This is an optimization exercise on Yosys and OpenROAD, whose aim is a short achievable clock period and few clock cycles, not a production implementation. RTL that was checked went through simulation tests only; none was proved equivalent to the original. The clock port is modelled as an ideal driver, which makes a skipped or thinned clock tree look cheaper than it is; a real chip needs a root buffer or a tree. Power is estimated from default activity; no workload was simulated.

== east ==
==> flow/design.v (excerpt) <==
module axi_mem (
  input  wire        aclk,
  input  wire        arstn,
  input  wire [3:0]  arid,
  input  wire [31:0] araddr,
  input  wire [3:0]  arlen,
  input  wire [2:0]  arsize,
  input  wire        arvalid,
  output wire        arready,
  input  wire [3:0]  awid,
  input  wire [31:0] awaddr,
  input  wire [3:0]  awlen,
  input  wire [2:0]  awsize,
  input  wire        awvalid,
  output wire        awready,
  input  wire [31:0] wdata,
  input  wire [3:0]  wstrb,
  input  wire        wlast,
  input  wire        wvalid,
  output wire        wready,
  output wire [3:0]  rid,
  output wire [31:0] rdata,
  output wire [1:0]  rresp,
  output wire        rlast,
  output wire        rvalid,
  input  wire        rready,
  output wire [3:0]  bid,
  output wire [1:0]  bresp,
  output wire        bvalid,
  input  wire        bready
);
Size in the first run: about 3100 cells after synthesis, about 1400 flip-flops, roughly 50000 sq um of cells after synthesis.
Settings: LEC_CHECK=0, CAP_MARGIN=20, CORE_MARGIN=2, CORE_UTILIZATION=55, SETUP_SLACK_MARGIN=4.0, SLEW_MARGIN=20, TNS_END_PERCENT=100; clock period 6.0 ns.
standard.sh (not shown) runs the stock make flow with config.mk's settings and CLKGATE_MAP_FILE= SYNTH_SCRIPT=/design/flow/synth_recipe.tcl, a recipe that flattens the netlist after the stock synthesis.
==> flow/flow/run.sh <==
#!/bin/bash
# Standard ORFS flow (the standard.sh) with three changes:
# - the ports get sky130_fd_sc_hd__buf_8 buffers (sized later as usual)
#   instead of the delay cells buffer_ports picks by default;
# - before CTS, flow/move_hook.tcl moves each output's flip-flop next to the
#   port's output buffer;
# - the clock tree is built by flow/cts_hook.tcl (sourced before CTS; it
#   replaces clock_tree_synthesis): 4 root buffers on the clock port, each
#   driving the leaf buffers of one quadrant.
# The make output goes to standard_flow.log; each tool's own logs stay under
# orfs/logs.
set -euo pipefail
export FLOW_CTS_LEAVES=64
export FLOW_CTS_LEAF_CELL=sky130_fd_sc_hd__clkbuf_16
export FLOW_CTS_ROOT_CELL=sky130_fd_sc_hd__clkbuf_16
export FLOW_MOVE_OUTPUTS=1
cat flow/move_hook.tcl flow/cts_hook.tcl > pre_cts.tcl
bash standard.sh finish PRE_CTS_TCL=$PWD/pre_cts.tcl \
  BUFFER_PORTS_ARGS="-buffer_cell sky130_fd_sc_hd__buf_8" > standard_flow.log 2>&1
Other scripts of this flow, unchanged in this note and not shown: flow/flow/cts_hook.tcl, flow/flow/move_hook.tcl
Testbench counts of east, summed over its fixed seeds: cycles 84,364.
The inputs of west differ from those of east as listed below.
--- a/flow/design.v
+++ b/flow/design.v
@@ -134,41 +134,33 @@
   reg        awready_q;   
   wire       w_open  = ~bvalid_q;   
   reg        wready_q;    
   reg        bvalid_q;
   reg        bvalid_o;    
   reg        bresp_q;
   reg [3:0]  bid_q;
   reg        sticky;      
   reg        a0;          
   reg        a0s;         
   reg        ws0, ws1, ws2, wsb;    
   reg [1:0]  n_off,  p_off;
-  reg [31:0] n_sel;
-  reg        n_w31;
-  reg        n_hz;
-  reg        n_ho;
-  reg [3:0]  n_rem;
-  reg        n_err;
+  reg [31:0] n_sel,  p_sel;
+  reg        n_w31,  p_w31;
+  reg        n_hz,   p_hz;
+  reg        n_ho,   p_ho;
+  reg [3:0]  n_rem,  p_rem;
+  reg        n_err,  p_err;
   reg [3:0]  n_lane, p_lane;
   reg        n_last, p_last;
   reg        n_wc,   p_wc;
-  reg        n_hc;            
-  reg        p_low;           
-  wire [31:0] p_sel = n_wc ? {n_sel[30:0], n_sel[31]} : n_sel;
-  wire       p_w31  = n_wc ? n_sel[30] : n_w31;
-  wire       p_hz   = n_hc ? n_ho : n_hz;
-  wire       p_ho   = n_ho & ~n_hc;
-  wire [3:0] p_rem  = n_rem - 4'd1;
-  wire       p_err  = wsb | ~p_hz | (p_w31 & p_low);
   reg        sa_v;
   reg [31:0] sa_data;
   reg [3:0]  sa_strb;
   reg        sa_last;     
   reg [3:0]  sa_ben;      
   reg [31:0] sa_sel;
   wire       w_hs   = wvalid & w_open;
   wire       b_end  = bvalid_q & bready;
   function automatic [3:0] f_mask(input [2:0] sz);
     f_mask = (sz == 3'd0) ? 4'b0001 : (sz == 3'd1) ? 4'b0011 : 4'b1111;
   endfunction
   function automatic [2:0] f_off(input [2:0] sz, input [1:0] off);
@@ -190,24 +182,28 @@
   endfunction
   wire [4:0] b_w    = awaddr[6:2];
   wire [1:0] b_o    = awaddr[1:0];
   wire       b_hz   = awaddr[31:7] == 25'd0;
   wire       b_ho   = &awaddr[31:7];
   wire       b_w31  = b_w == 5'd31;
   wire [31:0] b_sel = 32'd1 << b_w;
   wire       b_err  = f_err(awsize, b_hz, b_w31, b_o);
   wire [2:0] b_off  = f_off(awsize, b_o);
   wire       b_wc   = b_off[2];
   wire       b_hc   = b_wc & b_w31;
   wire [1:0] b1_o   = b_off[1:0];
+  wire [31:0] b1_sel = b_wc ? {b_sel[30:0], b_sel[31]} : b_sel;
+  wire       b1_w31 = b_wc ? (b_w == 5'd30) : b_w31;
+  wire       b1_hz  = b_hc ? b_ho : b_hz;
+  wire       b1_ho  = b_ho & ~b_hc;
   wire [2:0] b1_off = f_off(awsize, b1_o);
   wire [2:0] nx_o3  = g_off(n_off);
   wire [1:0] nx_off = nx_o3[1:0];
   wire [31:0] nx_sel = n_wc ? {n_sel[30:0], n_sel[31]} : n_sel;
   wire       nx_w31 = n_wc ? n_sel[30] : n_w31;
   wire       nx_hz  = (n_wc & n_w31) ? n_ho : n_hz;
   wire       nx_ho  = n_ho & ~(n_wc & n_w31);
   wire [3:0] nx_rem = n_rem - 4'd1;
   wire [2:0] nx_o4  = g_off(nx_off);
   wire [2:0] px_o3  = g_off(p_off);
   wire [1:0] px_off = px_o3[1:0];
   wire [31:0] px_sel = p_wc ? {p_sel[30:0], p_sel[31]} : p_sel;
@@ -258,43 +254,46 @@
       ws2    <= awsize == 3'd2;
       wsb    <= awsize > 3'd2;
       n_off  <= b_o;
       n_sel  <= b_sel;
       n_w31  <= b_w31;
       n_hz   <= b_hz;
       n_ho   <= b_ho;
       n_rem  <= awlen;
       n_err  <= b_err;
       n_lane <= f_mask(awsize) << b_o;
       n_last <= awlen == 4'd0;
       n_wc   <= b_wc;
-      n_hc   <= b_hc;
       p_off  <= b1_o;
-      p_low  <= ((awsize == 3'd1) & (b1_o == 2'd3)) | ((awsize == 3'd2) & (b1_o != 2'd0));
+      p_sel  <= b1_sel;
+      p_w31  <= b1_w31;
+      p_hz   <= b1_hz;
+      p_ho   <= b1_ho;
+      p_rem  <= awlen - 4'd1;
+      p_err  <= f_err(awsize, b1_hz, b1_w31, b1_o);
       p_lane <= f_mask(awsize) << b1_o;
       p_last <= awlen == 4'd1;
       p_wc   <= b1_off[2];
     end else begin
       if (w_hs) begin                    
         n_off  <= a0s ? px_off : nx_off;
         n_sel  <= a0s ? px_sel : nx_sel;
         n_w31  <= a0s ? px_w31 : nx_w31;
         n_hz   <= a0s ? px_hz  : nx_hz;
         n_ho   <= a0s ? px_ho  : nx_ho;
         n_rem  <= a0s ? px_rem : nx_rem;
         n_err  <= a0s ? g_err(px_hz, px_w31, px_off) : g_err(nx_hz, nx_w31, nx_off);
         n_lane <= a0s ? g_lane(px_off) : g_lane(nx_off);
         n_last <= a0s ? (p_rem == 4'd1) : (n_rem == 4'd1);
         n_wc   <= a0s ? px_o4[2] : nx_o4[2];
-        n_hc   <= a0s ? (px_o4[2] & px_w31) : (nx_o4[2] & nx_w31);
       end
     end
   end
   always @(posedge aclk) begin
     sa_data <= wdata;
     sa_strb <= wstrb;
     sa_last <= wlast;
     sa_ben  <= e_lane & wstrb & {4{~e_err}};
     sa_sel  <= e_sel;
     sb_data <= sa_data;
     sb_ben  <= (a0 ? (n_lane & sa_strb & {4{~n_err}}) : sa_ben) & {4{sa_v}};
     sb_sel  <= a0 ? n_sel : sa_sel;
- west: done, clean on timing, DRC and antenna
- east -> west: number of buffers added on ports flat
- Delta (west minus east): design area now sits higher; clock period minus worst slack now sits higher; number of storage elements in the synthesis netlist now sits higher; power now sits lower; worst setup slack after layout now sits lower.
- Looking only at well tap count, and setting everything else aside, the lower value of west and east goes to east.
- In the flow results for west and east, the register-to-register slack is smaller on west.
- For west, the critical path launch point was awsize[0], unlike east, where it was rvalid_o$_DFF_PN0_.
- Of west and east, west shows the higher sequential fraction of total cell area, with east below it.
Only the layout flow was run in west; the RTL was not checked for function there. In every run of this note, the design's own scripts or RTL, not TritonCTS, make the clock network.

Another version of the RTL of axi_mem (not shown whole).
Size in the first run: roughly 1400 flip-flops, ~180 I/O pins, roughly 52000 um2 of cells after synthesis.
==> flow/config.mk <==
export PLATFORM = sky130hd
export DESIGN_NAME = axi_mem
export DESIGN_NICKNAME = axi_mem
export VERILOG_FILES = /design/flow/design.v
export SDC_FILE = /design/flow/constraint.sdc
export NUM_CORES = 4
export LEC_CHECK = 0
export CAP_MARGIN = 20
export CORE_MARGIN = 2
export CORE_UTILIZATION = 55
export SETUP_SLACK_MARGIN = 4.0
export SLEW_MARGIN = 20
export TNS_END_PERCENT = 100
==> flow/constraint.sdc <==
create_clock -name core_clock -period 6.0 [get_ports {aclk}]
set_input_delay 1.2000 -clock core_clock [delete_from_list [all_inputs] [get_ports {aclk}]]
set_output_delay 1.2000 -clock core_clock [all_outputs]
set_load 0.01 [all_outputs]
Scripts as last shown in full above: flow/flow/run.sh
Other scripts of this flow, unchanged in this note and not shown: flow/flow/cts_hook.tcl, flow/flow/move_hook.tcl
The baseline ran to the end with no violations.
Next try:
--- a/flow/design.v
+++ b/flow/design.v
@@ -47,19 +47,18 @@
   reg        rvalid_q;
   reg [1:0]  ra;          
   reg [4:0]  rw;          
   reg [31:0] rsel;        
   reg        rhz, rho;    
   reg [2:0]  rsz;
   reg [3:0]  rcnt;        
   reg [3:0]  rid_q;
-  reg [31:0] rdata_q, rdata_h;    
-  reg        rerr_q, rerr_h, rlast_q;
-  reg [3:0]  rid_h;
+  reg [31:0] rdata_q;
+  reg        rerr_q, rlast_q;
   wire       r_end  = rvalid_q & rready & rlast_q;
   wire       r_ld   = r_start | (rvalid_q & rready & ~rlast_q);
   wire [2:0] r_off  = (rsz == 3'd0) ? {1'b0, ra} + 3'd1 :
                       (rsz == 3'd1) ? {1'b0, ra} + 3'd2 : {1'b1, ra};
   wire       r_wc   = r_off[2];                   
   wire       r_hc   = r_wc & (rw == 5'd31);       
   wire       r_low  = (rw == 5'd31) &
                       (((rsz == 3'd1) & (ra == 2'd3)) | ((rsz == 3'd2) & (ra != 2'd0)));
@@ -98,26 +97,29 @@
       rw   <= rw + {4'd0, r_wc};
       rsel <= r_wc ? {rsel[30:0], rsel[31]} : rsel;
       rhz  <= r_hc ? rho : rhz;
       rho  <= rho & ~r_hc;
       rcnt <= rcnt - 4'd1;
     end
   end
   always @(posedge aclk or negedge arstn) begin
-    if (!arstn) rlast_q <= 1'b0;
-    else if (r_ld) rlast_q <= (rcnt == 4'd0);
-  end
-  always @(posedge aclk) begin
-    rid_q   <= r_idle ? arid : rid_h;
-    rid_h   <= r_idle ? arid : rid_q;
-    rdata_q <= r_ld ? (r_err ? 32'd0 : r_word) : rdata_h;
-    rdata_h <= r_ld ? (r_err ? 32'd0 : r_word) : rdata_q;
-    rerr_q  <= r_ld ? r_err : rerr_h;
-    rerr_h  <= r_ld ? r_err : rerr_q;
+    if (!arstn) begin
+      rid_q   <= 4'd0;
+      rdata_q <= 32'd0;
+      rerr_q  <= 1'b0;
+      rlast_q <= 1'b0;
+    end else begin
+      if (r_idle) rid_q <= arid;
+      if (r_ld) begin
+        rdata_q <= r_err ? 32'd0 : r_word;
+        rerr_q  <= r_err;
+        rlast_q <= (rcnt == 4'd0);
+      end
+    end
   end
   assign arready = arready_q;
   assign rvalid  = rvalid_q;
   assign rid     = rid_q;
   assign rdata   = rdata_q;
   assign rresp   = {rerr_q, 1'b0};
   assign rlast   = rlast_q;
   reg        w_busy;      
What happened:
- area after synthesis falls by 1.3%
- fmax falls by 2.8%
- power falls by 4.0%
- sequential cell count falls by 37
- cell count falls by 0.81%
- register-to-register slack gains 80 ps
- wire length falls by 1.6%
- first-iteration DRC count falls by 15%
- final area falls by 2.4%
- hold slack gains 3.1 ps
- sequential power barely changes
No run of this note included a check of the RTL's function; only the layout flow was run. No run of this note takes its clock network from TritonCTS; it comes from the design's own scripts or RTL.

Another version of the RTL of axi_mem (not shown whole).
Size in the first run: about 1400 flip-flops, roughly 180 I/O pins, roughly 50000 sq um of cells after synthesis.
==> flow/design.v (excerpt) <==
module axi_mem (
  input  wire        aclk,
  input  wire        arstn,
  input  wire [3:0]  arid,
  input  wire [31:0] araddr,
  input  wire [3:0]  arlen,
  input  wire [2:0]  arsize,
  input  wire        arvalid,
  output wire        arready,
  input  wire [3:0]  awid,
  input  wire [31:0] awaddr,
  input  wire [3:0]  awlen,
  input  wire [2:0]  awsize,
  input  wire        awvalid,
  output wire        awready,
  input  wire [31:0] wdata,
  input  wire [3:0]  wstrb,
  input  wire        wlast,
  input  wire        wvalid,
  output wire        wready,
  output wire [3:0]  rid,
  output wire [31:0] rdata,
  output wire [1:0]  rresp,
  output wire        rlast,
  output wire        rvalid,
  input  wire        rready,
  output wire [3:0]  bid,
  output wire [1:0]  bresp,
  output wire        bvalid,
  input  wire        bready
);
export LEC_CHECK = 0
export CAP_MARGIN = 20
export CORE_MARGIN = 2
export CORE_UTILIZATION = 55
export PLACE_DENSITY = 0.75
export SETUP_SLACK_MARGIN = 4.0
export SLEW_MARGIN = 20
export TNS_END_PERCENT = 100
create_clock -name core_clock -period 6.0 [get_ports {aclk}]
==> flow/flow/run.sh <==
#!/bin/bash
# Standard ORFS flow (the standard.sh) with three changes:
# - the ports get sky130_fd_sc_hd__buf_8 buffers (sized later as usual)
#   instead of the delay cells buffer_ports picks by default;
# - before CTS, flow/move_hook.tcl moves each output's flip-flop next to the
#   port's output buffer;
# - the clock tree is built by flow/cts_hook.tcl (sourced before CTS; it
#   replaces clock_tree_synthesis): 4 root buffers on the clock port, each
#   driving the leaf buffers of one quadrant.
# The make output goes to standard_flow.log; each tool's own logs stay under
# orfs/logs.
set -euo pipefail
export FLOW_CTS_LEAVES=56
export FLOW_CTS_LEAF_CELL=sky130_fd_sc_hd__clkbuf_16
export FLOW_CTS_ROOT_CELL=sky130_fd_sc_hd__clkbuf_16
export FLOW_MOVE_OUTPUTS=1
cat flow/move_hook.tcl flow/cts_hook.tcl > pre_cts.tcl
bash standard.sh finish PRE_CTS_TCL=$PWD/pre_cts.tcl \
  BUFFER_PORTS_ARGS="-buffer_cell sky130_fd_sc_hd__buf_8" > standard_flow.log 2>&1
Other scripts of this flow, unchanged in this note and not shown: flow/flow/cts_hook.tcl, flow/flow/move_hook.tcl
The first run passed the timing, design-rule and antenna checks.
Change:
--- a/flow/design.v
+++ b/flow/design.v
@@ -40,74 +40,78 @@
     for (i = 0; i < 128; i = i + 1)
       if (sb_ben[i%4] && sb_sel[i/4]) mem[8*i +: 8] <= sb_data[8*(i%4) +: 8];
   end
   reg        r_busy;      
   wire       r_idle = ~r_busy;    
   reg        arready_q;   
   reg        r_start;     
   reg        rvalid_q;
   reg        rvalid_o;    
   reg        rlast_o;     
   reg [1:0]  ra;          
   reg [4:0]  rw;          
-  reg [31:0] rsel;        
+  reg [31:0] rsel_a, rsel_b;   
   reg        rhz, rho;    
   reg [2:0]  rsz;
   reg [3:0]  rcnt;        
   reg [3:0]  rid_q;
   reg [31:0] rdata_q, rdata_h;    
   reg        rerr_q, rerr_h, rlast_q;
   reg [3:0]  rid_h;
   wire       r_end  = rvalid_q & rready & rlast_q;
   wire       r_ld   = r_start | (rvalid_q & rready & ~rlast_q);
   wire [2:0] r_off  = (rsz == 3'd0) ? {1'b0, ra} + 3'd1 :
                       (rsz == 3'd1) ? {1'b0, ra} + 3'd2 : {1'b1, ra};
   wire       r_wc   = r_off[2];                   
   wire       r_hc   = r_wc & (rw == 5'd31);       
   wire       r_low  = (rw == 5'd31) &
                       (((rsz == 3'd1) & (ra == 2'd3)) | ((rsz == 3'd2) & (ra != 2'd0)));
   wire       r_err  = (rsz > 3'd2) | ~rhz | r_low;
   reg [31:0] r_word;
   integer    k;
   always @* begin
     r_word = 32'd0;
     for (k = 0; k < 32; k = k + 1)
-      r_word = r_word | (mem[32*k +: 32] & {32{rsel[k]}});
+      r_word = r_word | (mem[32*k +: 32] & {{16{rsel_b[k]}}, {16{rsel_a[k]}}});
   end
   always @(posedge aclk or negedge arstn) begin
     if (!arstn) begin
       r_busy   <= 1'b0;
       r_start  <= 1'b0;
       rvalid_q <= 1'b0;
       rvalid_o <= 1'b0;
     end else begin
       r_start  <= r_idle & arvalid;
       r_busy   <= r_idle ? arvalid : ~r_end;
       rvalid_q <= r_start | (rvalid_o & ~r_end);
       rvalid_o <= r_start | (rvalid_q & ~r_end);
     end
   end
+  wire [31:0] a_dec = 32'd1 << araddr[6:2];
+  wire        r_rot = r_ld & r_wc;
+  always @(posedge aclk) begin
+    rsel_a <= r_idle ? a_dec : r_rot ? {rsel_b[30:0], rsel_b[31]} : rsel_b;
+    rsel_b <= r_idle ? a_dec : r_rot ? {rsel_a[30:0], rsel_a[31]} : rsel_a;
+  end
   always @(posedge aclk) begin
     if (r_idle) begin
       ra   <= araddr[1:0];
       rw   <= araddr[6:2];
-      rsel <= 32'd1 << araddr[6:2];
       rhz  <= araddr[31:7] == 25'd0;
       rho  <= &araddr[31:7];
       rsz  <= arsize;
       rcnt <= arlen;
     end else if (r_ld) begin
       ra   <= r_off[1:0];
       rw   <= rw + {4'd0, r_wc};
-      rsel <= r_wc ? {rsel[30:0], rsel[31]} : rsel;
       rhz  <= r_hc ? rho : rhz;
       rho  <= rho & ~r_hc;
       rcnt <= rcnt - 4'd1;
     end
   end
   always @(posedge aclk) begin
     arready_q <= r_idle ? ~arvalid : r_end;
     rlast_q <= r_ld ? (rcnt == 4'd0) : rlast_o;
     rlast_o <= r_ld ? (rcnt == 4'd0) : rlast_q;
     rid_q   <= r_idle ? arid : rid_h;
     rid_h   <= r_idle ? arid : rid_q;
     rdata_q <= r_ld ? (r_err ? 32'd0 : r_word) : rdata_h;
After rerunning:
- cell count increases by about 3%
- sequential share of layout area increases by 1.3 points
- synthesized area increases by 2.1%
- routed wire length decreases by about 8%
- power decreases by about 4.4%
- fmax increases by about 4%
- hold slack got worse by 5.3 ps
- critical path depth decreases by 7
Function was not checked in any run of this note: the RTL went through the layout flow alone. No run of this note takes its clock network from TritonCTS; it comes from the design's own scripts or RTL.

[what the ideal ports hide]
How much do the figures lean on ideal ports? The routed layouts below were timed once more, with nothing changed but the port constraints. Step 1, drivers: a clkbuf_16 drives aclk and a buf_2 each remaining input, both assumed. Step 2 moves the port delays by t, midway between the first and last clock arrival at a register: inputs arrive t later, outputs are due t later. That takes back most of the time a late clock gives input paths. a / b / c = ideal / step 1 / step 2; a / b = the first two.
| run | t (ns) | setup WS [ns] | worst data-port slew with drivers (ns) |
|---|---|---|---|
| east | 0.652 | 3.735 / 3.583 / 3.359 | 0.10 |
| west | 0.655 | 3.610 / 3.572 / 3.061 | 0.08 |
| the first run of note 2 | 0.653 | 3.672 / 3.586 / 3.116 | 0.09 |
| the second run of note 2 | 0.651 | 3.605 / 3.573 / 3.067 | 0.07 |
| the first run of note 3 | 0.637 | 3.666 / 3.605 / 3.428 | 0.09 |
| the second run of note 3 | 0.627 | 3.752 / 3.597 / 3.331 | 0.09 |
After both steps every run listed still meets setup and hold. The setup slack of the first run of note 2, which loses most, moves by -0.086 ns with the drivers and by -0.556 ns with both steps.
